This design comes from an exercise in tuning for small area and few clock cycles per item on the open sky130 flow, not from production work.
The RTL was checked by simulation tests, not by an equivalence proof against the original design.
Power and IR drop assume default switching activity.

## config.mk

```make
export PLATFORM = sky130hd
export DESIGN_NAME = event_countdown_calc_core
export DESIGN_NICKNAME = event_countdown_calc_core
export VERILOG_FILES = /design/flow/design.v
export SDC_FILE = /design/flow/constraint.sdc
export NUM_CORES = 4
export LEC_CHECK = 0
export CAP_MARGIN = 20
export CORE_MARGIN = 2
export CORE_UTILIZATION = 40
export SLEW_MARGIN = 20
export SYNTH_HIERARCHICAL = 1
export SYNTH_MINIMUM_KEEP_SIZE = 0
```

## constraint.sdc

```tcl
create_clock -name core_clock -period 12.0 [get_ports {clk}]
set_input_delay 2.4000 -clock core_clock [delete_from_list [all_inputs] [get_ports {clk}]]
set_output_delay 2.4000 -clock core_clock [all_outputs]
set_load 0.01 [all_outputs]
```

## design.v

```verilog
`default_nettype none
package ecc_pkg;
  localparam int unsigned YEAR_W  = 12;
  localparam int unsigned MONTH_W = 4;
  localparam int unsigned DAY_W   = 5;
  localparam int unsigned HOUR_W  = 5;
  localparam int unsigned MIN_W   = 6;
  localparam int unsigned SEC_W   = 6;
  localparam int unsigned DAYS_W  = 20;
  localparam int unsigned CIDX_W  = 3;
  localparam int unsigned CDAT_W  = 12;
  typedef logic [YEAR_W-1:0]  year_t;
  typedef logic [MONTH_W-1:0] month_t;
  typedef logic [DAY_W-1:0]   day_t;
  typedef logic [HOUR_W-1:0]  hour_t;
  typedef logic [MIN_W-1:0]   min_t;
  typedef logic [SEC_W-1:0]   sec_t;
  typedef logic [DAYS_W-1:0]  days_t;
  localparam year_t  RST_YEAR   = 12'd2022;
  localparam month_t RST_MONTH  = 4'd5;
  localparam day_t   RST_DAY    = 5'd17;
  localparam hour_t  RST_HOUR   = 5'd10;
  localparam min_t   RST_MINUTE = 6'd56;
  localparam logic [143:0] CUM_DAYS_TBL =
    144'ha753a9d4e98445e6d45aa5cf05a1d87c0000;
  function automatic logic [8:0] cum_days(input logic [3:0] x);
    cum_days = CUM_DAYS_TBL[x * 9 +: 9];
  endfunction
  localparam logic [319:0] CENT_V_TBL =
    320'h3deef37bd6718bdab5a4e528c1ef7358c5a92941cc62906310400;
  function automatic logic [4:0] cent_v(input logic [5:0] x);
    cent_v = CENT_V_TBL[x * 5 +: 5];
  endfunction
  localparam logic [511:0] SEC_SPLIT_TBL =
    512'h393a3b404142434445464748494a4b4c4d4e4f505152535455565758595a5b5c5d5e5f606162636465666768696a6b6c6d6e6f707172737475767778797a7b80;
  function automatic logic [7:0] sec_split(input logic [5:0] x);
    sec_split = SEC_SPLIT_TBL[x * 8 +: 8];
  endfunction
  localparam logic [2047:0] MIN_SPLIT_TBL =
    2048'hc3c2c1c0bbbab9b8b7b6b5b4b3b2b1b0afaeadacabaaa9a8a7a6a5a4a3a2a1a09f9e9d9c9b9a999897969594939291908f8e8d8c8b8a898887868584838281807b7a797877767574737271706f6e6d6c6b6a696867666564636261605f5e5d5c5b5a595857565554535251504f4e4d4c4b4a494847464544434241403b3a393837;
  function automatic logic [7:0] min_split(input logic [7:0] x);
    min_split = MIN_SPLIT_TBL[x * 8 +: 8];
  endfunction
  localparam logic [895:0] HOUR_SPLIT_TBL =
    896'h3467cd97263c587057ad56a53a54684f9d3664b95264478d1624385060376cd5a3364c582f5cb562b54a54274c9522344850172c54a13244480f;
  function automatic logic [6:0] hour_split(input logic [6:0] x);
    hour_split = HOUR_SPLIT_TBL[x * 7 +: 7];
  endfunction
endpackage
`default_nettype wire
`default_nettype none
module ecc_fa (
  input  logic a,
  input  logic b,
  input  logic c,
  output logic s,
  output logic co
);
  assign s  = a ^ b ^ c;
  assign co = (a & b) | (a & c) | (b & c);
endmodule
module ecc_ha (
  input  logic a,
  input  logic b,
  output logic s,
  output logic co
);
  assign s  = a ^ b;
  assign co = a & b;
endmodule
`default_nettype wire
`default_nettype none
module event_countdown_calc_core (
  input  logic                   clk,
  input  logic                   rst_n,
  input  logic                   start,
  output logic                   busy,
  input  ecc_pkg::year_t         in_now_year,
  input  ecc_pkg::month_t        in_now_month,
  input  ecc_pkg::day_t          in_now_day,
  input  ecc_pkg::hour_t         in_now_hour,
  input  ecc_pkg::min_t          in_now_minute,
  input  ecc_pkg::sec_t          in_now_second,
  output logic                   out_valid,
  output ecc_pkg::days_t         out_days_left,
  output ecc_pkg::hour_t         out_hours_left,
  output ecc_pkg::min_t          out_minutes_left,
  output ecc_pkg::sec_t          out_seconds_left,
  output logic                   out_event_passed,
  input  logic                   cfg_valid,
  output logic                   cfg_ready,
  input  logic [ecc_pkg::CIDX_W-1:0] cfg_index,
  input  logic [ecc_pkg::CDAT_W-1:0] cfg_data
);
  ecc_pkg::year_t  ev_year_r;
  ecc_pkg::month_t ev_month_r;
  ecc_pkg::day_t   ev_day_r;
  ecc_pkg::hour_t  ev_hour_r;
  ecc_pkg::min_t   ev_minute_r;
  logic [12:0]     dy;
  logic [11:0]     k;
  logic [4:0]      nv, ev;
  ecc_pkg::hour_t  t_hours;
  ecc_pkg::min_t   t_minutes;
  ecc_pkg::sec_t   t_seconds;
  logic [1:0]      t_carry2;
  logic            v_r;
  logic [12:0]     dy_r;
  logic [11:0]     k_r;
  logic [4:0]      nv_r, ev_r;
  logic [1:0]      carry2_r;
  ecc_pkg::hour_t  hours_r;
  ecc_pkg::min_t   minutes_r;
  ecc_pkg::sec_t   seconds_r;
  logic ne, ee;
  logic [8:0] ce, ncn;
  logic [5:0] nq, eq;
  logic [7:0] s_split, m_split;
  logic [6:0] h_split;
  logic [7:0] tm;
  logic [6:0] th;
  logic [1:0] bs2, bm2;
  logic s1_;
  logic c2_;
  logic n3_;
  logic s4_;
  logic c5_;
  logic s6_;
  logic c7_;
  logic s8_;
  logic c9_;
  logic s10_;
  logic c11_;
  logic s12_;
  logic c13_;
  logic s14_;
  logic c15_;
  logic s16_;
  logic c17_;
  logic n18_;
  logic s19_;
  logic c20_;
  logic n21_;
  logic s22_;
  logic c23_;
  logic n24_;
  logic s25_;
  logic c26_;
  logic n27_;
  logic s28_;
  logic c29_;
  logic s30_;
  logic c31_;
  logic s32_;
  logic c33_;
  logic n34_;
  logic s35_;
  logic c36_;
  logic s37_;
  logic c38_;
  logic s39_;
  logic c40_;
  logic s41_;
  logic c42_;
  logic s43_;
  logic c44_;
  logic s45_;
  logic c46_;
  logic n47_;
  logic s48_;
  logic c49_;
  logic n50_;
  logic s51_;
  logic c52_;
  logic n53_;
  logic s54_;
  logic c55_;
  logic s56_;
  logic c57_;
  logic s58_;
  logic c59_;
  logic s60_;
  logic c61_;
  logic s62_;
  logic c63_;
  logic s64_;
  logic c65_;
  logic s66_;
  logic c67_;
  logic s68_;
  logic c69_;
  logic s70_;
  logic c71_;
  logic n72_;
  logic s73_;
  logic c74_;
  logic n75_;
  logic s76_;
  logic c77_;
  logic n78_;
  logic s79_;
  logic c80_;
  logic n81_;
  logic s82_;
  logic c83_;
  logic s84_;
  logic c85_;
  logic s86_;
  logic c87_;
  logic s88_;
  logic c89_;
  logic k90_;
  logic k91_;
  logic k92_;
  logic k93_;
  logic k94_;
  logic k95_;
  logic k96_;
  logic k97_;
  logic k98_;
  logic k99_;
  logic s100_;
  logic c101_;
  logic s102_;
  logic c103_;
  logic s104_;
  logic c105_;
  logic s106_;
  logic c107_;
  logic s108_;
  logic c109_;
  logic s110_;
  logic c111_;
  logic s112_;
  logic c113_;
  logic s114_;
  logic c115_;
  logic s116_;
  logic c117_;
  logic s118_;
  logic c119_;
  logic s120_;
  logic c121_;
  logic s122_;
  logic c123_;
  logic n124_;
  logic s125_;
  logic c126_;
  logic n127_;
  logic s128_;
  logic c129_;
  logic n130_;
  logic s131_;
  logic c132_;
  logic n133_;
  logic s134_;
  logic c135_;
  logic s136_;
  logic c137_;
  logic s138_;
  logic c139_;
  logic s140_;
  logic c141_;
  logic k142_;
  logic k143_;
  logic k144_;
  logic k145_;
  logic k146_;
  logic k147_;
  logic k148_;
  logic k149_;
  logic k150_;
  logic k151_;
  logic s152_;
  logic c153_;
  logic s154_;
  logic c155_;
  logic s156_;
  logic c157_;
  logic s158_;
  logic c159_;
  logic s160_;
  logic c161_;
  logic s162_;
  logic c163_;
  logic n164_;
  logic s165_;
  logic c166_;
  logic n167_;
  logic s168_;
  logic c169_;
  logic n170_;
  logic s171_;
  logic c172_;
  logic n173_;
  logic s174_;
  logic c175_;
  logic n176_;
  logic s177_;
  logic c178_;
  logic n179_;
  logic s180_;
  logic c181_;
  logic n182_;
  logic s183_;
  logic c184_;
  logic n185_;
  logic s186_;
  logic c187_;
  logic n188_;
  logic s189_;
  logic c190_;
  logic n191_;
  logic s192_;
  logic c193_;
  logic n194_;
  logic s195_;
  logic c196_;
  logic s197_;
  logic c198_;
  logic s199_;
  logic c200_;
  logic s201_;
  logic c202_;
  logic s203_;
  logic c204_;
  logic s205_;
  logic c206_;
  logic s207_;
  logic c208_;
  logic s209_;
  logic c210_;
  logic s211_;
  logic c212_;
  logic s213_;
  logic c214_;
  logic s215_;
  logic c216_;
  logic s217_;
  logic c218_;
  logic s219_;
  logic c220_;
  logic s221_;
  logic c222_;
  logic s223_;
  logic c224_;
  logic s225_;
  logic c226_;
  logic s227_;
  logic c228_;
  logic s229_;
  logic c230_;
  logic s231_;
  logic c232_;
  logic s233_;
  logic c234_;
  logic s235_;
  logic c236_;
  logic s237_;
  logic c238_;
  logic s239_;
  logic c240_;
  logic s241_;
  logic c242_;
  logic s243_;
  logic c244_;
  logic s245_;
  logic c246_;
  logic s247_;
  logic c248_;
  logic s249_;
  logic c250_;
  logic s251_;
  logic c252_;
  logic s253_;
  logic c254_;
  logic s255_;
  logic c256_;
  logic n257_;
  logic s258_;
  logic c259_;
  logic s260_;
  logic c261_;
  logic s262_;
  logic c263_;
  logic s264_;
  logic c265_;
  logic n266_;
  logic s267_;
  logic c268_;
  logic n269_;
  logic s270_;
  logic c271_;
  logic n272_;
  logic s273_;
  logic c274_;
  logic n275_;
  logic s276_;
  logic c277_;
  logic n278_;
  logic s279_;
  logic c280_;
  logic s281_;
  logic c282_;
  logic s283_;
  logic c284_;
  logic s285_;
  logic c286_;
  logic s287_;
  logic c288_;
  logic s289_;
  logic c290_;
  logic s291_;
  logic c292_;
  logic s293_;
  logic c294_;
  logic s295_;
  logic c296_;
  logic s297_;
  logic c298_;
  logic s299_;
  logic c300_;
  logic s301_;
  logic c302_;
  logic [21:0] dt;
  logic tz, pas, sat;
  logic s303_;
  logic c304_;
  logic s305_;
  logic c306_;
  logic s307_;
  logic c308_;
  logic s309_;
  logic c310_;
  logic s311_;
  logic c312_;
  logic s313_;
  logic c314_;
  logic s315_;
  logic c316_;
  logic s317_;
  logic c318_;
  logic s319_;
  logic c320_;
  logic s321_;
  logic c322_;
  logic s323_;
  logic c324_;
  logic n325_;
  logic s326_;
  logic c327_;
  logic s328_;
  logic c329_;
  logic s330_;
  logic c331_;
  logic s332_;
  logic c333_;
  logic s334_;
  logic c335_;
  logic s336_;
  logic c337_;
  logic s338_;
  logic c339_;
  logic s340_;
  logic c341_;
  logic s342_;
  logic c343_;
  logic s344_;
  logic c345_;
  logic n346_;
  logic s347_;
  logic c348_;
  logic s349_;
  logic c350_;
  logic s351_;
  logic c352_;
  logic s353_;
  logic c354_;
  logic n355_;
  logic s356_;
  logic c357_;
  logic s358_;
  logic c359_;
  logic s360_;
  logic c361_;
  logic s362_;
  logic c363_;
  logic s364_;
  logic c365_;
  logic s366_;
  logic c367_;
  logic n368_;
  logic s369_;
  logic c370_;
  logic n371_;
  logic s372_;
  logic c373_;
  logic n374_;
  logic s375_;
  logic c376_;
  logic n377_;
  logic s378_;
  logic c379_;
  logic n380_;
  logic s381_;
  logic c382_;
  logic s383_;
  logic c384_;
  logic n385_;
  logic s386_;
  logic c387_;
  logic n388_;
  logic s389_;
  logic c390_;
  logic s391_;
  logic c392_;
  logic n393_;
  logic s394_;
  logic c395_;
  logic n396_;
  logic s397_;
  logic c398_;
  logic s399_;
  logic c400_;
  logic n401_;
  logic s402_;
  logic c403_;
  logic s404_;
  logic c405_;
  logic n406_;
  logic s407_;
  logic c408_;
  logic s409_;
  logic c410_;
  logic s411_;
  logic c412_;
  logic s413_;
  logic c414_;
  logic n415_;
  logic s416_;
  logic c417_;
  logic n418_;
  logic s419_;
  logic c420_;
  logic n421_;
  logic s422_;
  logic c423_;
  logic n424_;
  logic s425_;
  logic c426_;
  logic n427_;
  logic s428_;
  logic c429_;
  logic s430_;
  logic c431_;
  logic s432_;
  logic c433_;
  logic n434_;
  logic s435_;
  logic c436_;
  logic n437_;
  logic s438_;
  logic c439_;
  logic n440_;
  logic s441_;
  logic c442_;
  logic n443_;
  logic s444_;
  logic c445_;
  logic n446_;
  logic s447_;
  logic c448_;
  logic n449_;
  logic s450_;
  logic c451_;
  logic s452_;
  logic c453_;
  logic s454_;
  logic c455_;
  logic n456_;
  logic s457_;
  logic c458_;
  logic s459_;
  logic c460_;
  logic s461_;
  logic c462_;
  logic n463_;
  logic s464_;
  logic c465_;
  logic s466_;
  logic c467_;
  logic s468_;
  logic c469_;
  logic s470_;
  logic c471_;
  logic s472_;
  logic c473_;
  logic s474_;
  logic c475_;
  logic s476_;
  logic c477_;
  logic n478_;
  logic s479_;
  logic c480_;
  logic n481_;
  logic s482_;
  logic c483_;
  logic n484_;
  logic s485_;
  logic c486_;
  logic s487_;
  logic c488_;
  logic s489_;
  logic c490_;
  logic s491_;
  logic c492_;
  logic s493_;
  logic c494_;
  logic s495_;
  logic c496_;
  logic s497_;
  logic c498_;
  logic o499_;
  logic k500_;
  logic o501_;
  logic k502_;
  logic o503_;
  logic k504_;
  logic o505_;
  logic bc506_;
  logic s507_;
  logic c508_;
  logic s509_;
  logic c510_;
  logic s511_;
  logic c512_;
  logic s513_;
  logic c514_;
  logic o515_;
  logic k516_;
  logic o517_;
  logic k518_;
  logic o519_;
  logic k520_;
  logic o521_;
  logic bc522_;
  logic s523_;
  logic c524_;
  logic s525_;
  logic c526_;
  logic o527_;
  logic k528_;
  logic o529_;
  logic bc530_;
  assign busy      = 1'b0;
  assign cfg_ready = 1'b1;
  always_ff @(posedge clk) begin
    if (!rst_n) begin
      ev_year_r   <= ecc_pkg::RST_YEAR;
      ev_month_r  <= ecc_pkg::RST_MONTH;
      ev_day_r    <= ecc_pkg::RST_DAY;
      ev_hour_r   <= ecc_pkg::RST_HOUR;
      ev_minute_r <= ecc_pkg::RST_MINUTE;
    end else if (cfg_valid) begin
      case (cfg_index)
        3'd0: ev_year_r   <= cfg_data;
        3'd1: ev_month_r  <= cfg_data[ecc_pkg::MONTH_W-1:0];
        3'd2: ev_day_r    <= cfg_data[ecc_pkg::DAY_W-1:0];
        3'd3: ev_hour_r   <= cfg_data[ecc_pkg::HOUR_W-1:0];
        3'd4: ev_minute_r <= cfg_data[ecc_pkg::MIN_W-1:0];
        default: ;
      endcase
    end
  end
  assign s_split = ecc_pkg::sec_split(in_now_second);
  assign bs2 = s_split[7:6];
  assign t_seconds = s_split[5:0];
  ecc_ha u_s1_ (.a(ev_minute_r[0]), .b(bs2[0]), .s(s1_), .co(c2_));
  assign n3_ = ~in_now_minute[1];
  ecc_fa u_s4_ (.a(ev_minute_r[1]), .b(bs2[1]), .c(n3_), .s(s4_), .co(c5_));
  assign s6_ = ev_minute_r[2] ^ in_now_minute[2];
  assign c7_ = ev_minute_r[2] & ~in_now_minute[2];
  assign s8_ = ev_minute_r[3] ^ in_now_minute[3];
  assign c9_ = ev_minute_r[3] & ~in_now_minute[3];
  assign s10_ = ev_minute_r[4] ^ in_now_minute[4];
  assign c11_ = ev_minute_r[4] & ~in_now_minute[4];
  assign s12_ = ev_minute_r[5] ^ in_now_minute[5];
  assign c13_ = ev_minute_r[5] & ~in_now_minute[5];
  assign s14_ = s1_ ^ in_now_minute[0];
  assign c15_ = s1_ & ~in_now_minute[0];
  ecc_fa u_s16_ (.a(c2_), .b(s4_), .c(c15_), .s(s16_), .co(c17_));
  assign n18_ = ~s6_;
  ecc_fa u_s19_ (.a(c5_), .b(n18_), .c(c17_), .s(s19_), .co(c20_));
  assign n21_ = ~s8_;
  ecc_fa u_s22_ (.a(c7_), .b(n21_), .c(c20_), .s(s22_), .co(c23_));
  assign n24_ = ~s10_;
  ecc_fa u_s25_ (.a(c9_), .b(n24_), .c(c23_), .s(s25_), .co(c26_));
  assign n27_ = ~s12_;
  ecc_fa u_s28_ (.a(c11_), .b(n27_), .c(c26_), .s(s28_), .co(c29_));
  ecc_ha u_s30_ (.a(c13_), .b(c29_), .s(s30_), .co(c31_));
  assign tm[0] = ~s14_;
  assign tm[1] = s16_;
  assign tm[2] = s19_;
  assign tm[3] = s22_;
  assign tm[4] = s25_;
  assign tm[5] = s28_;
  assign tm[6] = s30_;
  assign tm[7] = c31_;
  assign m_split = ecc_pkg::min_split(tm);
  assign bm2 = m_split[7:6];
  assign t_minutes = m_split[5:0];
  ecc_ha u_s32_ (.a(ev_hour_r[0]), .b(bm2[0]), .s(s32_), .co(c33_));
  assign n34_ = ~in_now_hour[1];
  ecc_fa u_s35_ (.a(ev_hour_r[1]), .b(bm2[1]), .c(n34_), .s(s35_), .co(c36_));
  assign s37_ = ev_hour_r[2] ^ in_now_hour[2];
  assign c38_ = ev_hour_r[2] & ~in_now_hour[2];
  assign s39_ = ev_hour_r[3] ^ in_now_hour[3];
  assign c40_ = ev_hour_r[3] & ~in_now_hour[3];
  assign s41_ = ev_hour_r[4] ^ in_now_hour[4];
  assign c42_ = ev_hour_r[4] & ~in_now_hour[4];
  assign s43_ = s32_ ^ in_now_hour[0];
  assign c44_ = s32_ & ~in_now_hour[0];
  ecc_fa u_s45_ (.a(c33_), .b(s35_), .c(c44_), .s(s45_), .co(c46_));
  assign n47_ = ~s37_;
  ecc_fa u_s48_ (.a(c36_), .b(n47_), .c(c46_), .s(s48_), .co(c49_));
  assign n50_ = ~s39_;
  ecc_fa u_s51_ (.a(c38_), .b(n50_), .c(c49_), .s(s51_), .co(c52_));
  assign n53_ = ~s41_;
  ecc_fa u_s54_ (.a(c40_), .b(n53_), .c(c52_), .s(s54_), .co(c55_));
  ecc_ha u_s56_ (.a(c42_), .b(c55_), .s(s56_), .co(c57_));
  assign th[0] = ~s43_;
  assign th[1] = s45_;
  assign th[2] = s48_;
  assign th[3] = s51_;
  assign th[4] = s54_;
  assign th[5] = s56_;
  assign th[6] = c57_;
  assign h_split = ecc_pkg::hour_split(th);
  assign t_carry2 = h_split[6:5];
  assign t_hours = h_split[4:0];
  assign ne = (in_now_year[1:0] != 2'd0) || (in_now_month > 4'd2);
  assign ee = (ev_year_r[1:0] != 2'd0) || (ev_month_r > 4'd2);
  assign ce = ecc_pkg::cum_days(ev_month_r);
  assign ncn = ~ecc_pkg::cum_days(in_now_month);
  ecc_ha u_s58_ (.a(in_now_year[3]), .b(in_now_year[5]), .s(s58_), .co(c59_));
  ecc_fa u_s60_ (.a(in_now_year[4]), .b(in_now_year[6]), .c(in_now_year[9]), .s(s60_), .co(c61_));
  ecc_fa u_s62_ (.a(in_now_year[5]), .b(in_now_year[7]), .c(in_now_year[10]), .s(s62_), .co(c63_));
  ecc_fa u_s64_ (.a(in_now_year[6]), .b(in_now_year[8]), .c(in_now_year[11]), .s(s64_), .co(c65_));
  ecc_ha u_s66_ (.a(in_now_year[7]), .b(in_now_year[9]), .s(s66_), .co(c67_));
  ecc_ha u_s68_ (.a(in_now_year[3]), .b(in_now_year[6]), .s(s68_), .co(c69_));
  ecc_fa u_s70_ (.a(in_now_year[2]), .b(in_now_year[4]), .c(in_now_year[7]), .s(s70_), .co(c71_));
  assign n72_ = ~ne;
  ecc_fa u_s73_ (.a(s58_), .b(in_now_year[8]), .c(n72_), .s(s73_), .co(c74_));
  assign n75_ = ~ne;
  ecc_fa u_s76_ (.a(c59_), .b(s60_), .c(n75_), .s(s76_), .co(c77_));
  assign n78_ = ~ne;
  ecc_fa u_s79_ (.a(c61_), .b(s62_), .c(n78_), .s(s79_), .co(c80_));
  assign n81_ = ~ne;
  ecc_fa u_s82_ (.a(c63_), .b(s64_), .c(n81_), .s(s82_), .co(c83_));
  ecc_fa u_s84_ (.a(c65_), .b(s66_), .c(ne), .s(s84_), .co(c85_));
  ecc_fa u_s86_ (.a(c67_), .b(in_now_year[8]), .c(in_now_year[10]), .s(s86_), .co(c87_));
  ecc_ha u_s88_ (.a(in_now_year[9]), .b(in_now_year[11]), .s(s88_), .co(c89_));
  assign k90_ = (in_now_year[2] & ~ne) | (in_now_year[2] & 1'b0) | (~ne & 1'b0);
  assign k91_ = (in_now_year[3] & ~ne) | (in_now_year[3] & k90_) | (~ne & k90_);
  assign k92_ = (in_now_year[4] & ~ne) | (in_now_year[4] & k91_) | (~ne & k91_);
  assign k93_ = (in_now_year[2] & in_now_year[5]) | (in_now_year[2] & k92_) | (in_now_year[5] & k92_);
  assign k94_ = (s68_ & ~ne) | (s68_ & k93_) | (~ne & k93_);
  assign k95_ = (c69_ & s70_) | (c69_ & k94_) | (s70_ & k94_);
  assign k96_ = (c71_ & s73_) | (c71_ & k95_) | (s73_ & k95_);
  assign k97_ = (c74_ & s76_) | (c74_ & k96_) | (s76_ & k96_);
  assign k98_ = (c77_ & s79_) | (c77_ & k97_) | (s79_ & k97_);
  assign k99_ = (c80_ & s82_) | (c80_ & k98_) | (s82_ & k98_);
  ecc_fa u_s100_ (.a(c83_), .b(s84_), .c(k99_), .s(s100_), .co(c101_));
  ecc_fa u_s102_ (.a(c85_), .b(s86_), .c(c101_), .s(s102_), .co(c103_));
  ecc_fa u_s104_ (.a(c87_), .b(s88_), .c(c103_), .s(s104_), .co(c105_));
  ecc_fa u_s106_ (.a(c89_), .b(in_now_year[10]), .c(c105_), .s(s106_), .co(c107_));
  ecc_ha u_s108_ (.a(in_now_year[11]), .b(c107_), .s(s108_), .co(c109_));
  assign nq[0] = s100_;
  assign nq[1] = s102_;
  assign nq[2] = s104_;
  assign nq[3] = s106_;
  assign nq[4] = s108_;
  assign nq[5] = c109_;
  ecc_ha u_s110_ (.a(ev_year_r[3]), .b(ev_year_r[5]), .s(s110_), .co(c111_));
  ecc_fa u_s112_ (.a(ev_year_r[4]), .b(ev_year_r[6]), .c(ev_year_r[9]), .s(s112_), .co(c113_));
  ecc_fa u_s114_ (.a(ev_year_r[5]), .b(ev_year_r[7]), .c(ev_year_r[10]), .s(s114_), .co(c115_));
  ecc_fa u_s116_ (.a(ev_year_r[6]), .b(ev_year_r[8]), .c(ev_year_r[11]), .s(s116_), .co(c117_));
  ecc_ha u_s118_ (.a(ev_year_r[7]), .b(ev_year_r[9]), .s(s118_), .co(c119_));
  ecc_ha u_s120_ (.a(ev_year_r[3]), .b(ev_year_r[6]), .s(s120_), .co(c121_));
  ecc_fa u_s122_ (.a(ev_year_r[2]), .b(ev_year_r[4]), .c(ev_year_r[7]), .s(s122_), .co(c123_));
  assign n124_ = ~ee;
  ecc_fa u_s125_ (.a(s110_), .b(ev_year_r[8]), .c(n124_), .s(s125_), .co(c126_));
  assign n127_ = ~ee;
  ecc_fa u_s128_ (.a(c111_), .b(s112_), .c(n127_), .s(s128_), .co(c129_));
  assign n130_ = ~ee;
  ecc_fa u_s131_ (.a(c113_), .b(s114_), .c(n130_), .s(s131_), .co(c132_));
  assign n133_ = ~ee;
  ecc_fa u_s134_ (.a(c115_), .b(s116_), .c(n133_), .s(s134_), .co(c135_));
  ecc_fa u_s136_ (.a(c117_), .b(s118_), .c(ee), .s(s136_), .co(c137_));
  ecc_fa u_s138_ (.a(c119_), .b(ev_year_r[8]), .c(ev_year_r[10]), .s(s138_), .co(c139_));
  ecc_ha u_s140_ (.a(ev_year_r[9]), .b(ev_year_r[11]), .s(s140_), .co(c141_));
  assign k142_ = (ev_year_r[2] & ~ee) | (ev_year_r[2] & 1'b0) | (~ee & 1'b0);
  assign k143_ = (ev_year_r[3] & ~ee) | (ev_year_r[3] & k142_) | (~ee & k142_);
  assign k144_ = (ev_year_r[4] & ~ee) | (ev_year_r[4] & k143_) | (~ee & k143_);
  assign k145_ = (ev_year_r[2] & ev_year_r[5]) | (ev_year_r[2] & k144_) | (ev_year_r[5] & k144_);
  assign k146_ = (s120_ & ~ee) | (s120_ & k145_) | (~ee & k145_);
  assign k147_ = (c121_ & s122_) | (c121_ & k146_) | (s122_ & k146_);
  assign k148_ = (c123_ & s125_) | (c123_ & k147_) | (s125_ & k147_);
  assign k149_ = (c126_ & s128_) | (c126_ & k148_) | (s128_ & k148_);
  assign k150_ = (c129_ & s131_) | (c129_ & k149_) | (s131_ & k149_);
  assign k151_ = (c132_ & s134_) | (c132_ & k150_) | (s134_ & k150_);
  ecc_fa u_s152_ (.a(c135_), .b(s136_), .c(k151_), .s(s152_), .co(c153_));
  ecc_fa u_s154_ (.a(c137_), .b(s138_), .c(c153_), .s(s154_), .co(c155_));
  ecc_fa u_s156_ (.a(c139_), .b(s140_), .c(c155_), .s(s156_), .co(c157_));
  ecc_fa u_s158_ (.a(c141_), .b(ev_year_r[10]), .c(c157_), .s(s158_), .co(c159_));
  ecc_ha u_s160_ (.a(ev_year_r[11]), .b(c159_), .s(s160_), .co(c161_));
  assign eq[0] = s152_;
  assign eq[1] = s154_;
  assign eq[2] = s156_;
  assign eq[3] = s158_;
  assign eq[4] = s160_;
  assign eq[5] = c161_;
  assign nv = ecc_pkg::cent_v(nq);
  assign ev = ecc_pkg::cent_v(eq);
  assign s162_ = ev_year_r[0] ^ in_now_year[0];
  assign c163_ = ev_year_r[0] & ~in_now_year[0];
  assign n164_ = ~in_now_year[1];
  ecc_fa u_s165_ (.a(ev_year_r[1]), .b(n164_), .c(c163_), .s(s165_), .co(c166_));
  assign n167_ = ~in_now_year[2];
  ecc_fa u_s168_ (.a(ev_year_r[2]), .b(n167_), .c(c166_), .s(s168_), .co(c169_));
  assign n170_ = ~in_now_year[3];
  ecc_fa u_s171_ (.a(ev_year_r[3]), .b(n170_), .c(c169_), .s(s171_), .co(c172_));
  assign n173_ = ~in_now_year[4];
  ecc_fa u_s174_ (.a(ev_year_r[4]), .b(n173_), .c(c172_), .s(s174_), .co(c175_));
  assign n176_ = ~in_now_year[5];
  ecc_fa u_s177_ (.a(ev_year_r[5]), .b(n176_), .c(c175_), .s(s177_), .co(c178_));
  assign n179_ = ~in_now_year[6];
  ecc_fa u_s180_ (.a(ev_year_r[6]), .b(n179_), .c(c178_), .s(s180_), .co(c181_));
  assign n182_ = ~in_now_year[7];
  ecc_fa u_s183_ (.a(ev_year_r[7]), .b(n182_), .c(c181_), .s(s183_), .co(c184_));
  assign n185_ = ~in_now_year[8];
  ecc_fa u_s186_ (.a(ev_year_r[8]), .b(n185_), .c(c184_), .s(s186_), .co(c187_));
  assign n188_ = ~in_now_year[9];
  ecc_fa u_s189_ (.a(ev_year_r[9]), .b(n188_), .c(c187_), .s(s189_), .co(c190_));
  assign n191_ = ~in_now_year[10];
  ecc_fa u_s192_ (.a(ev_year_r[10]), .b(n191_), .c(c190_), .s(s192_), .co(c193_));
  assign n194_ = ~in_now_year[11];
  ecc_fa u_s195_ (.a(ev_year_r[11]), .b(n194_), .c(c193_), .s(s195_), .co(c196_));
  assign dy[0] = ~s162_;
  assign dy[1] = s165_;
  assign dy[2] = s168_;
  assign dy[3] = s171_;
  assign dy[4] = s174_;
  assign dy[5] = s177_;
  assign dy[6] = s180_;
  assign dy[7] = s183_;
  assign dy[8] = s186_;
  assign dy[9] = s189_;
  assign dy[10] = s192_;
  assign dy[11] = s195_;
  assign dy[12] = c196_;
  ecc_fa u_s197_ (.a(in_now_year[2]), .b(in_now_day[0]), .c(ne), .s(s197_), .co(c198_));
  assign s199_ = in_now_year[3] ^ in_now_day[1];
  assign c200_ = ~in_now_year[3] & ~in_now_day[1];
  assign s201_ = in_now_year[4] ^ in_now_day[2];
  assign c202_ = ~in_now_year[4] & ~in_now_day[2];
  assign s203_ = in_now_year[5] ^ in_now_day[3];
  assign c204_ = ~in_now_year[5] & ~in_now_day[3];
  assign s205_ = in_now_year[6] ^ in_now_day[4];
  assign c206_ = ~in_now_year[6] & ~in_now_day[4];
  ecc_fa u_s207_ (.a(ev_year_r[2]), .b(ce[0]), .c(ncn[0]), .s(s207_), .co(c208_));
  ecc_fa u_s209_ (.a(s199_), .b(ev_year_r[3]), .c(ce[1]), .s(s209_), .co(c210_));
  ecc_ha u_s211_ (.a(ncn[1]), .b(ev_day_r[1]), .s(s211_), .co(c212_));
  ecc_fa u_s213_ (.a(c200_), .b(s201_), .c(ev_year_r[4]), .s(s213_), .co(c214_));
  ecc_fa u_s215_ (.a(ce[2]), .b(ncn[2]), .c(ev_day_r[2]), .s(s215_), .co(c216_));
  ecc_fa u_s217_ (.a(c202_), .b(s203_), .c(ev_year_r[5]), .s(s217_), .co(c218_));
  ecc_fa u_s219_ (.a(ce[3]), .b(ncn[3]), .c(ev_day_r[3]), .s(s219_), .co(c220_));
  ecc_fa u_s221_ (.a(c204_), .b(s205_), .c(ev_year_r[6]), .s(s221_), .co(c222_));
  ecc_fa u_s223_ (.a(ce[4]), .b(ncn[4]), .c(ev_day_r[4]), .s(s223_), .co(c224_));
  ecc_fa u_s225_ (.a(c206_), .b(ev_year_r[7]), .c(ce[5]), .s(s225_), .co(c226_));
  assign s227_ = ncn[5] ^ in_now_year[7];
  assign c228_ = ncn[5] & ~in_now_year[7];
  ecc_fa u_s229_ (.a(ev_year_r[8]), .b(ce[6]), .c(ncn[6]), .s(s229_), .co(c230_));
  ecc_ha u_s231_ (.a(ev_year_r[9]), .b(ce[7]), .s(s231_), .co(c232_));
  ecc_ha u_s233_ (.a(ev_year_r[10]), .b(ce[8]), .s(s233_), .co(c234_));
  ecc_ha u_s235_ (.a(s207_), .b(ev_day_r[0]), .s(s235_), .co(c236_));
  ecc_fa u_s237_ (.a(c208_), .b(s209_), .c(s211_), .s(s237_), .co(c238_));
  ecc_fa u_s239_ (.a(c210_), .b(c212_), .c(s213_), .s(s239_), .co(c240_));
  ecc_fa u_s241_ (.a(c214_), .b(c216_), .c(s217_), .s(s241_), .co(c242_));
  ecc_fa u_s243_ (.a(c218_), .b(c220_), .c(s221_), .s(s243_), .co(c244_));
  ecc_fa u_s245_ (.a(c222_), .b(c224_), .c(s225_), .s(s245_), .co(c246_));
  ecc_fa u_s247_ (.a(c226_), .b(c228_), .c(s229_), .s(s247_), .co(c248_));
  ecc_fa u_s249_ (.a(c230_), .b(s231_), .c(ncn[7]), .s(s249_), .co(c250_));
  ecc_fa u_s251_ (.a(c232_), .b(s233_), .c(ncn[8]), .s(s251_), .co(c252_));
  ecc_ha u_s253_ (.a(c234_), .b(ev_year_r[11]), .s(s253_), .co(c254_));
  ecc_ha u_s255_ (.a(s235_), .b(ee), .s(s255_), .co(c256_));
  assign n257_ = ~c198_;
  ecc_fa u_s258_ (.a(c236_), .b(s237_), .c(n257_), .s(s258_), .co(c259_));
  ecc_fa u_s260_ (.a(c238_), .b(s239_), .c(s215_), .s(s260_), .co(c261_));
  ecc_fa u_s262_ (.a(c240_), .b(s241_), .c(s219_), .s(s262_), .co(c263_));
  ecc_fa u_s264_ (.a(c242_), .b(s243_), .c(s223_), .s(s264_), .co(c265_));
  assign n266_ = ~s227_;
  ecc_fa u_s267_ (.a(c244_), .b(s245_), .c(n266_), .s(s267_), .co(c268_));
  assign n269_ = ~in_now_year[8];
  ecc_fa u_s270_ (.a(c246_), .b(s247_), .c(n269_), .s(s270_), .co(c271_));
  assign n272_ = ~in_now_year[9];
  ecc_fa u_s273_ (.a(c248_), .b(s249_), .c(n272_), .s(s273_), .co(c274_));
  assign n275_ = ~in_now_year[10];
  ecc_fa u_s276_ (.a(c250_), .b(s251_), .c(n275_), .s(s276_), .co(c277_));
  assign n278_ = ~in_now_year[11];
  ecc_fa u_s279_ (.a(c252_), .b(s253_), .c(n278_), .s(s279_), .co(c280_));
  assign s281_ = s255_ ^ s197_;
  assign c282_ = s255_ & ~s197_;
  ecc_fa u_s283_ (.a(c256_), .b(s258_), .c(c282_), .s(s283_), .co(c284_));
  ecc_fa u_s285_ (.a(c259_), .b(s260_), .c(c284_), .s(s285_), .co(c286_));
  ecc_fa u_s287_ (.a(c261_), .b(s262_), .c(c286_), .s(s287_), .co(c288_));
  ecc_fa u_s289_ (.a(c263_), .b(s264_), .c(c288_), .s(s289_), .co(c290_));
  ecc_fa u_s291_ (.a(c265_), .b(s267_), .c(c290_), .s(s291_), .co(c292_));
  ecc_fa u_s293_ (.a(c268_), .b(s270_), .c(c292_), .s(s293_), .co(c294_));
  ecc_fa u_s295_ (.a(c271_), .b(s273_), .c(c294_), .s(s295_), .co(c296_));
  ecc_fa u_s297_ (.a(c274_), .b(s276_), .c(c296_), .s(s297_), .co(c298_));
  ecc_fa u_s299_ (.a(c277_), .b(s279_), .c(c298_), .s(s299_), .co(c300_));
  ecc_fa u_s301_ (.a(c280_), .b(c254_), .c(c300_), .s(s301_), .co(c302_));
  assign k[0] = ~s281_;
  assign k[1] = s283_;
  assign k[2] = s285_;
  assign k[3] = s287_;
  assign k[4] = s289_;
  assign k[5] = s291_;
  assign k[6] = s293_;
  assign k[7] = s295_;
  assign k[8] = s297_;
  assign k[9] = s299_;
  assign k[10] = s301_;
  assign k[11] = c302_;
  assign s303_ = dy_r[2] ^ dy_r[5];
  assign c304_ = ~dy_r[2] & ~dy_r[5];
  assign s305_ = dy_r[3] ^ dy_r[6];
  assign c306_ = ~dy_r[3] & ~dy_r[6];
  ecc_fa u_s307_ (.a(dy_r[4]), .b(dy_r[7]), .c(dy_r[10]), .s(s307_), .co(c308_));
  ecc_fa u_s309_ (.a(k_r[0]), .b(nv_r[0]), .c(carry2_r[0]), .s(s309_), .co(c310_));
  ecc_fa u_s311_ (.a(dy_r[0]), .b(dy_r[1]), .c(ev_r[1]), .s(s311_), .co(c312_));
  ecc_ha u_s313_ (.a(k_r[1]), .b(nv_r[1]), .s(s313_), .co(c314_));
  ecc_fa u_s315_ (.a(dy_r[1]), .b(dy_r[2]), .c(ev_r[2]), .s(s315_), .co(c316_));
  ecc_ha u_s317_ (.a(k_r[2]), .b(nv_r[2]), .s(s317_), .co(c318_));
  ecc_fa u_s319_ (.a(dy_r[2]), .b(dy_r[3]), .c(ev_r[3]), .s(s319_), .co(c320_));
  ecc_ha u_s321_ (.a(k_r[3]), .b(nv_r[3]), .s(s321_), .co(c322_));
  ecc_fa u_s323_ (.a(dy_r[0]), .b(dy_r[3]), .c(dy_r[4]), .s(s323_), .co(c324_));
  assign n325_ = ~ev_r[4];
  ecc_fa u_s326_ (.a(k_r[4]), .b(nv_r[4]), .c(n325_), .s(s326_), .co(c327_));
  ecc_fa u_s328_ (.a(dy_r[1]), .b(dy_r[4]), .c(dy_r[5]), .s(s328_), .co(c329_));
  ecc_fa u_s330_ (.a(dy_r[2]), .b(dy_r[5]), .c(dy_r[6]), .s(s330_), .co(c331_));
  ecc_fa u_s332_ (.a(dy_r[0]), .b(dy_r[3]), .c(dy_r[6]), .s(s332_), .co(c333_));
  assign s334_ = k_r[7] ^ dy_r[7];
  assign c335_ = k_r[7] & ~dy_r[7];
  ecc_fa u_s336_ (.a(dy_r[1]), .b(dy_r[4]), .c(dy_r[7]), .s(s336_), .co(c337_));
  assign s338_ = k_r[8] ^ dy_r[8];
  assign c339_ = k_r[8] | ~dy_r[8];
  ecc_fa u_s340_ (.a(s303_), .b(dy_r[0]), .c(k_r[9]), .s(s340_), .co(c341_));
  assign s342_ = dy_r[8] ^ dy_r[9];
  assign c343_ = ~dy_r[8] | ~dy_r[9];
  ecc_fa u_s344_ (.a(c304_), .b(s305_), .c(dy_r[1]), .s(s344_), .co(c345_));
  assign n346_ = ~k_r[10];
  ecc_fa u_s347_ (.a(n346_), .b(dy_r[9]), .c(dy_r[10]), .s(s347_), .co(c348_));
  ecc_fa u_s349_ (.a(c306_), .b(dy_r[2]), .c(k_r[11]), .s(s349_), .co(c350_));
  assign s351_ = s307_ ^ dy_r[11];
  assign c352_ = ~s307_ | ~dy_r[11];
  ecc_fa u_s353_ (.a(c308_), .b(dy_r[5]), .c(dy_r[8]), .s(s353_), .co(c354_));
  assign n355_ = ~dy_r[3];
  ecc_fa u_s356_ (.a(n355_), .b(dy_r[11]), .c(dy_r[12]), .s(s356_), .co(c357_));
  ecc_fa u_s358_ (.a(dy_r[6]), .b(dy_r[9]), .c(dy_r[12]), .s(s358_), .co(c359_));
  assign s360_ = dy_r[7] ^ dy_r[10];
  assign c361_ = ~dy_r[7] & ~dy_r[10];
  assign s362_ = dy_r[8] ^ dy_r[11];
  assign c363_ = ~dy_r[8] & ~dy_r[11];
  assign s364_ = dy_r[0] ^ ev_r[0];
  assign c365_ = ~dy_r[0] & ~ev_r[0];
  ecc_fa u_s366_ (.a(c310_), .b(s313_), .c(carry2_r[1]), .s(s366_), .co(c367_));
  assign n368_ = ~c312_;
  ecc_fa u_s369_ (.a(c314_), .b(s317_), .c(n368_), .s(s369_), .co(c370_));
  assign n371_ = ~c316_;
  ecc_fa u_s372_ (.a(c318_), .b(s321_), .c(n371_), .s(s372_), .co(c373_));
  assign n374_ = ~c320_;
  ecc_fa u_s375_ (.a(c322_), .b(s326_), .c(n374_), .s(s375_), .co(c376_));
  assign n377_ = ~c324_;
  ecc_fa u_s378_ (.a(c327_), .b(k_r[5]), .c(n377_), .s(s378_), .co(c379_));
  assign n380_ = ~k_r[6];
  ecc_fa u_s381_ (.a(n380_), .b(c329_), .c(s330_), .s(s381_), .co(c382_));
  ecc_fa u_s383_ (.a(c331_), .b(s332_), .c(s334_), .s(s383_), .co(c384_));
  assign n385_ = ~c333_;
  ecc_fa u_s386_ (.a(c335_), .b(s338_), .c(n385_), .s(s386_), .co(c387_));
  assign n388_ = ~c337_;
  ecc_fa u_s389_ (.a(c339_), .b(s340_), .c(n388_), .s(s389_), .co(c390_));
  ecc_fa u_s391_ (.a(c341_), .b(c343_), .c(s344_), .s(s391_), .co(c392_));
  assign n393_ = ~c348_;
  ecc_fa u_s394_ (.a(c345_), .b(s349_), .c(n393_), .s(s394_), .co(c395_));
  assign n396_ = ~s353_;
  ecc_fa u_s397_ (.a(c350_), .b(c352_), .c(n396_), .s(s397_), .co(c398_));
  ecc_fa u_s399_ (.a(c354_), .b(c357_), .c(s358_), .s(s399_), .co(c400_));
  assign n401_ = ~c359_;
  ecc_fa u_s402_ (.a(s360_), .b(dy_r[5]), .c(n401_), .s(s402_), .co(c403_));
  ecc_fa u_s404_ (.a(c361_), .b(s362_), .c(dy_r[6]), .s(s404_), .co(c405_));
  assign n406_ = ~dy_r[9];
  ecc_fa u_s407_ (.a(c363_), .b(dy_r[7]), .c(n406_), .s(s407_), .co(c408_));
  assign s409_ = dy_r[8] ^ dy_r[10];
  assign c410_ = dy_r[8] & ~dy_r[10];
  assign s411_ = dy_r[9] ^ dy_r[11];
  assign c412_ = dy_r[9] & ~dy_r[11];
  ecc_ha u_s413_ (.a(s364_), .b(s309_), .s(s413_), .co(c414_));
  assign n415_ = ~s311_;
  ecc_fa u_s416_ (.a(c365_), .b(s366_), .c(n415_), .s(s416_), .co(c417_));
  assign n418_ = ~s315_;
  ecc_fa u_s419_ (.a(c367_), .b(s369_), .c(n418_), .s(s419_), .co(c420_));
  assign n421_ = ~s319_;
  ecc_fa u_s422_ (.a(c370_), .b(s372_), .c(n421_), .s(s422_), .co(c423_));
  assign n424_ = ~s323_;
  ecc_fa u_s425_ (.a(c373_), .b(s375_), .c(n424_), .s(s425_), .co(c426_));
  assign n427_ = ~s328_;
  ecc_fa u_s428_ (.a(c376_), .b(s378_), .c(n427_), .s(s428_), .co(c429_));
  assign s430_ = c379_ ^ s381_;
  assign c431_ = c379_ | ~s381_;
  assign s432_ = c382_ ^ s383_;
  assign c433_ = ~c382_ | ~s383_;
  assign n434_ = ~s386_;
  ecc_fa u_s435_ (.a(n434_), .b(c384_), .c(s336_), .s(s435_), .co(c436_));
  assign n437_ = ~s342_;
  ecc_fa u_s438_ (.a(c387_), .b(s389_), .c(n437_), .s(s438_), .co(c439_));
  assign n440_ = ~s347_;
  ecc_fa u_s441_ (.a(c390_), .b(s391_), .c(n440_), .s(s441_), .co(c442_));
  assign n443_ = ~s351_;
  ecc_fa u_s444_ (.a(c392_), .b(s394_), .c(n443_), .s(s444_), .co(c445_));
  assign n446_ = ~s356_;
  ecc_fa u_s447_ (.a(c395_), .b(s397_), .c(n446_), .s(s447_), .co(c448_));
  assign n449_ = ~s399_;
  ecc_fa u_s450_ (.a(c398_), .b(dy_r[4]), .c(n449_), .s(s450_), .co(c451_));
  assign s452_ = s402_ ^ c400_;
  assign c453_ = s402_ | ~c400_;
  assign s454_ = c403_ ^ s404_;
  assign c455_ = c403_ | s404_;
  assign n456_ = ~dy_r[12];
  ecc_fa u_s457_ (.a(c405_), .b(s407_), .c(n456_), .s(s457_), .co(c458_));
  assign s459_ = c408_ ^ s409_;
  assign c460_ = c408_ | ~s409_;
  assign s461_ = c410_ ^ s411_;
  assign c462_ = c410_ | ~s411_;
  assign n463_ = ~dy_r[12];
  ecc_fa u_s464_ (.a(c412_), .b(dy_r[10]), .c(n463_), .s(s464_), .co(c465_));
  ecc_fa u_s466_ (.a(c414_), .b(s416_), .c(s413_), .s(s466_), .co(c467_));
  ecc_fa u_s468_ (.a(c417_), .b(s419_), .c(c467_), .s(s468_), .co(c469_));
  ecc_fa u_s470_ (.a(c420_), .b(s422_), .c(c469_), .s(s470_), .co(c471_));
  ecc_fa u_s472_ (.a(c423_), .b(s425_), .c(c471_), .s(s472_), .co(c473_));
  ecc_fa u_s474_ (.a(c426_), .b(s428_), .c(c473_), .s(s474_), .co(c475_));
  ecc_fa u_s476_ (.a(c429_), .b(s430_), .c(c475_), .s(s476_), .co(c477_));
  assign n478_ = ~s432_;
  ecc_fa u_s479_ (.a(c431_), .b(n478_), .c(c477_), .s(s479_), .co(c480_));
  assign n481_ = ~s435_;
  ecc_fa u_s482_ (.a(c433_), .b(n481_), .c(c480_), .s(s482_), .co(c483_));
  assign n484_ = ~c436_;
  ecc_fa u_s485_ (.a(n484_), .b(s438_), .c(c483_), .s(s485_), .co(c486_));
  ecc_fa u_s487_ (.a(c439_), .b(s441_), .c(c486_), .s(s487_), .co(c488_));
  ecc_fa u_s489_ (.a(c442_), .b(s444_), .c(c488_), .s(s489_), .co(c490_));
  ecc_ha u_s491_ (.a(c445_), .b(s447_), .s(s491_), .co(c492_));
  ecc_ha u_s493_ (.a(c448_), .b(s450_), .s(s493_), .co(c494_));
  ecc_ha u_s495_ (.a(c451_), .b(s452_), .s(s495_), .co(c496_));
  assign s497_ = c453_ ^ s454_;
  assign c498_ = c453_ & ~s454_;
  assign o499_ = s491_ ^ c490_;
  assign k500_ = c492_ | (s491_ & c490_);
  assign o501_ = s493_ ^ k500_;
  assign k502_ = c494_ | (s493_ & k500_);
  assign o503_ = s495_ ^ k502_;
  assign k504_ = c496_ | (s495_ & k502_);
  assign o505_ = ~s497_ ^ k504_;
  assign bc506_ = (c498_ | (~s497_ & (c496_ | (s495_ & (c494_ | (s493_ & (c492_ | (s491_ & 1'b0)))))))) | (((((1'b1 & s491_) & s493_) & s495_) & ~s497_) & c490_);
  ecc_ha u_s507_ (.a(c455_), .b(s457_), .s(s507_), .co(c508_));
  ecc_ha u_s509_ (.a(c458_), .b(s459_), .s(s509_), .co(c510_));
  ecc_ha u_s511_ (.a(c460_), .b(s461_), .s(s511_), .co(c512_));
  ecc_ha u_s513_ (.a(c462_), .b(s464_), .s(s513_), .co(c514_));
  assign o515_ = s507_ ^ bc506_;
  assign k516_ = c508_ | (s507_ & bc506_);
  assign o517_ = s509_ ^ k516_;
  assign k518_ = c510_ | (s509_ & k516_);
  assign o519_ = s511_ ^ k518_;
  assign k520_ = c512_ | (s511_ & k518_);
  assign o521_ = s513_ ^ k520_;
  assign bc522_ = (c514_ | (s513_ & (c512_ | (s511_ & (c510_ | (s509_ & (c508_ | (s507_ & 1'b0)))))))) | (((((1'b1 & s507_) & s509_) & s511_) & s513_) & bc506_);
  assign s523_ = c465_ ^ dy_r[11];
  assign c524_ = c465_ & ~dy_r[11];
  ecc_ha u_s525_ (.a(dy_r[11]), .b(dy_r[12]), .s(s525_), .co(c526_));
  assign o527_ = ~s523_ ^ bc522_;
  assign k528_ = c524_ | (~s523_ & bc522_);
  assign o529_ = s525_ ^ k528_;
  assign bc530_ = (c526_ | (s525_ & (c524_ | (~s523_ & 1'b0)))) | (((1'b1 & ~s523_) & s525_) & bc522_);
  assign dt[0] = ~s413_;
  assign dt[1] = s466_;
  assign dt[2] = s468_;
  assign dt[3] = s470_;
  assign dt[4] = s472_;
  assign dt[5] = s474_;
  assign dt[6] = s476_;
  assign dt[7] = s479_;
  assign dt[8] = s482_;
  assign dt[9] = s485_;
  assign dt[10] = s487_;
  assign dt[11] = s489_;
  assign dt[12] = o499_;
  assign dt[13] = o501_;
  assign dt[14] = o503_;
  assign dt[15] = o505_;
  assign dt[16] = o515_;
  assign dt[17] = o517_;
  assign dt[18] = o519_;
  assign dt[19] = o521_;
  assign dt[20] = o527_;
  assign dt[21] = o529_;
  assign tz  = (hours_r == 5'd0) && (minutes_r == 6'd0) && (seconds_r == 6'd0);
  assign pas = dt[21] || (tz && (dt == 22'd0));
  assign sat = !dt[21] && dt[20];
  assign out_days_left    = pas ? 20'd0 : sat ? 20'hFFFFF : dt[19:0];
  assign out_hours_left   = pas ? 5'd0  : sat ? 5'd23     : hours_r;
  assign out_minutes_left = pas ? 6'd0  : sat ? 6'd59     : minutes_r;
  assign out_seconds_left = pas ? 6'd0  : sat ? 6'd59     : seconds_r;
  assign out_event_passed = pas;
  always_ff @(posedge clk) begin
    if (!rst_n) begin
      v_r <= 1'b0;
    end else begin
      v_r <= start;
    end
  end
  always_ff @(posedge clk) begin
    dy_r      <= dy;
    k_r       <= k;
    nv_r      <= nv;
    ev_r      <= ev;
    carry2_r  <= t_carry2;
    hours_r   <= t_hours;
    minutes_r <= t_minutes;
    seconds_r <= t_seconds;
  end
  assign out_valid = v_r;
endmodule
`default_nettype wire
```

## run.sh

```bash
#!/bin/bash
# synth_recipe.tcl (not shown) runs the flow's synth.tcl, then flattens the netlist and writes it again
# the make line also repeats each setting of config.mk as NAME=value (left out here)
make -C /OpenROAD-flow-scripts/flow DESIGN_CONFIG=/design/flow/config.mk WORK_HOME=/design/flow/orfs CLKGATE_MAP_FILE= SYNTH_SCRIPT=/design/flow/synth_recipe.tcl finish
```

==> results.sh <==
export IMPL_vias=6283
export IMPL_hold_buffers=0
export IMPL_grt_max_degree=35
export IMPL_syn_inst=904
export IMPL_final_common_cell="fa_1"
export IMPL_gp_routability_congestion=0.855
export IMPL_p_per_area_nw_per_um2=330
export IMPL_p_leak_uw=0.00499
export IMPL_slowest_stage="fa_1"
export IMPL_synth_top_family_by_area="adder cells"
export IMPL_drcViolationCount=0
export IMPL_die_h_um=154
export IMPL_cts_sinks=87
export IMPL_firstDrtPassIters=5
export IMPL_use_met1_pct=25.5
export IMPL_hold_depth=2
export IMPL_synthAdderAreaFrac_pct=46.4
export IMPL_die_area_sq_um=23700
export IMPL_critPathCaptureType="primary output"
export IMPL_synthFlopType="dfxtp_1"
export IMPL_finalHoldViolations=0
export IMPL_synthXorXnorAreaFrac_pct=0.681
export IMPL_fin_tns_setup_ps=0
export IMPL_skew_ps=4.53
export IMPL_worst_hold_path_type="register to register"
export IMPL_ys_ff_latch=87
export IMPL_max_slew_margin_pct=59.3
export IMPL_drt_iter0_markers=397
export IMPL_globalRoute_totalOverflow=0
export IMPL_cts_tree="built"
export IMPL_cp_max_fo=8
export IMPL_peakVddDrop_v=0.000259
export IMPL_wl_per_cell_um=15.6
export IMPL_crit_type="register to primary output"
export IMPL_synth_simple_area_share_pct=12.2
export IMPL_syn2layout_area_growth_pct=17.9
export IMPL_avgViaCountPerCell=4.97
export IMPL_rows=54
export IMPL_stdcell_area_sq_um=10600
export IMPL_mostFrequentLayoutCells="fa_1 (141), inv_1 (120), ha_1 (98)"
export IMPL_synth_area_per_cell_sq_um=9.96
export IMPL_slowest_delay_ps=560
export IMPL_path_clk_slew_ps=60
export IMPL_tightest_slew_ps=608
export IMPL_grt_pass1_vias=6421
export IMPL_place_area_sq_um=10200
export IMPL_antenna_found_initial=0
export IMPL_grt_pass1_wl_um=32800
export IMPL_grt_busiest_layer="met2"
export IMPL_synthArstFlopShare_pct=0
export IMPL_max_cap_viol_count=0
export IMPL_clockBufferDepth=2
export IMPL_synthesis_area_sq_um=9000
export IMPL_coreArea_sq_um=22000
export IMPL_fmax_mhz=86.2
export IMPL_grt_met3_usage_pct=2.73
export IMPL_synthMuxAreaShare_pct=2.50
export IMPL_routed_wl_um=19700
export IMPL_n_antenna_cell=0
export IMPL_synth_cell_types=64
export IMPL_cp_arrival_ps=9200
export IMPL_critPathLaunchType="register"
export IMPL_finalCritPeriodShare_pct=96.7
export IMPL_fin_util_pct=48.3
export IMPL_cp_required_ps=9600
export IMPL_ios=98
export IMPL_synth_compound_area_share_pct=11.9
export IMPL_htreeDepth=3
export IMPL_rsz0062_at_grt="false"
export IMPL_synth_edf_count=0
export IMPL_synth_nets=1206
export IMPL_num_fill_cells=2091
export IMPL_fp_dieW_um=154
export IMPL_grt_use_total_pct=17.3
export IMPL_finalCriticalPeriod_ps=11600
export IMPL_nNetsFinal=1280
export IMPL_grt_met2_usage_pct=27.3
export IMPL_start_util_pct=41.0
export IMPL_drive_above_1_share_pct=4.78
export IMPL_yosysWarnings=7
export IMPL_place_hpwl_um=16400
export IMPL_cts_buffers=9
export IMPL_slew_violations=0
export IMPL_crit_top_cell="fa_1"
export IMPL_port_buffers=95
export IMPL_clockRootBuffer="clkbuf_16"
export IMPL_status="finished clean"
export IMPL_rr_worst_depth=23
export IMPL_setup_viol=0
export IMPL_clk_insertion_delay_late_ps=340
export IMPL_final_antenna_net_count=0
export IMPL_ys_seq_area_share_pct=19.3
==> registers in the layout (all words and copies together), names as in the netlist <==
signal       count
hours_r          5
ev_r             5
nv_r             5
ev_hour_r        5
ev_month_r       4
minutes_r        6
seconds_r        6
ev_year_r       12
k_r             12
dy_r            13
ev_day_r         5
carry2_r         2
v_r              1
ev_minute_r      6
==> cells by family after synthesis <==
group | after synthesis
AOI/OAI and AO/OA | 163
xor gates and xnor gates | 7
adders and majority gates | 246
buffers and inverters | 159
DFF | 87
muxes | 22
other | 2
and+or+nand+nor | 218
==> routing by layer <==
| metal | wire length, um | up-vias |
|---|---|---|
| li1 | - | 3131 |
| met1 | 10200 | 3038 |
| met2 | 8790 | 108 |
| met3 | 578 | 6 |
| met4 | 134 | 0 |
| met5 | 0 | - |
==> critical path: cells and delay by family, from the launching register on <==
family	cells	cell delay, ps
adder cells (fa/ha/maj)	17	6230
AND/OR/NAND/NOR	5	970
buffers and inverters	4	840
AO/OA/AOI/OAI	4	500
flip-flops	1	320
==> Yosys cell counts, drive strengths merged (3+ instances only) <==
cell | number | area share, %
fa | 147 | 33
inv | 120 | 5.0
ha | 98 | 14
dfxtp | 87 | 19
nand2 | 80 | 3.3
o21ai | 36 | 2.0
o21a | 35 | 2.9
a21oi | 34 | 1.9
clkbuf | 30 | 1.3
nor2 | 30 | 1.3
nor2b | 21 | 1.5
nand3 | 20 | 1.1
mux2i | 18 | 2.0
nand2b | 14 | 0.97
a21boi | 10 | 0.83
nor3 | 10 | 0.61
buf | 9 | 0.61
nor4 | 9 | 0.79
nand3b | 7 | 0.58
o22ai | 7 | 0.49
and3 | 5 | 0.35
or2 | 5 | 0.35
a211oi | 4 | 0.33
a221oi | 4 | 0.46
a22oi | 4 | 0.33
a31oi | 4 | 0.28
and2 | 4 | 0.29
mux2 | 4 | 0.50
nor3b | 4 | 0.33
o211ai | 4 | 0.33
xnor2 | 4 | 0.39
xor2 | 3 | 0.29
==> path summary, 6_finish.rpt <==
check | startpoint | slack (ps) | end
max reg2reg | ev_minute_r[1]$_SDFFE_PN0P_ | 4280 | carry2_r[0]$_DFF_P_
max | k_r[0]$_DFF_P_ | 400 | out_event_passed
min reg2reg | ev_day_r[0]$_SDFFE_PN1P_ | 480 | ev_day_r[0]$_SDFFE_PN1P_
min | ev_day_r[0]$_SDFFE_PN1P_ | 480 | ev_day_r[0]$_SDFFE_PN1P_
==> modules after synthesis, one instance, submodules excluded <==
module                     cells inside  area [sq um]
event_countdown_calc_core           726          5680
ecc_ha                                1          12.5
ecc_fa                                1          20.0
==> report_power, final <==
part | switching, uW | total, uW | internal (uW)
logic | 1410 | 2830 | 1420
registers | 51.5 | 410 | 358
clock network | 116 | 262 | 147
==> timing repair <==
item | 4_1_cts | 5_1_grt
resized for setup | 3 | 42
gates cloned | 0 | 2
setup buffers | 0 | 2
endpoints found under the setup margin | 32 | 38
pin swaps | 1 | 3
==> per-stage QoR <==
stage          setup WS (ps)  hold slack, ps  cells  total power (uW)
2_1_floorplan           1050             445    904              2120
3_3_place_gp             388             463   1243              3230
3_5_place_dp             312             466   1243              3220
4_1_cts                 8.24             482   1259              3520
5_1_grt                 19.2             508   1263              3870
6_report                 400             478   1263              3500
==> area by class of cell <==
type | count | area [sq um] | share of cell area, %
timing repair buffer | 102 | 1120 | 10.5
multi-input combinational | 658 | 6670 | 62.9
clock inverter | 6 | 43.8 | 0.413
clock buffer | 10 | 239 | 2.25
sequential | 87 | 1740 | 16.4
tap | 280 | 350 | 3.30
inverter | 120 | 450 | 4.24
Testbench counts, summed over its fixed seeds: cycles 16,168, items 16,000.

## static timing again, ports no longer ideal
The results above use ideal ports. As a check the final layout listed here was re-extracted and re-timed, cells and wires unchanged.
Step 1 sets driving cells, clkbuf_16 on the clock port and buf_2 on the other inputs (assumed; they add their load-dependent delay and slew).
Step 2 moves the port delays by t, midway between the first and last clock arrival at a register: inputs arrive t later, outputs are due t later. That takes back most of the time a late clock gives input paths.
Slacks: ideal / step 1 / step 2; pairs: ideal / step 1.
t (ns): 0.378
slack for setup (ns): 0.400 / 0.361 / 0.713
worst hold slack (ns): 0.478 / 0.478 / 0.478
slew at the worst register clock pin (ns): 0.06 / 0.06
After both steps this run still meets setup and hold. For this run, drivers alone change the setup slack by -0.039 ns; drivers and shift together by +0.313 ns.
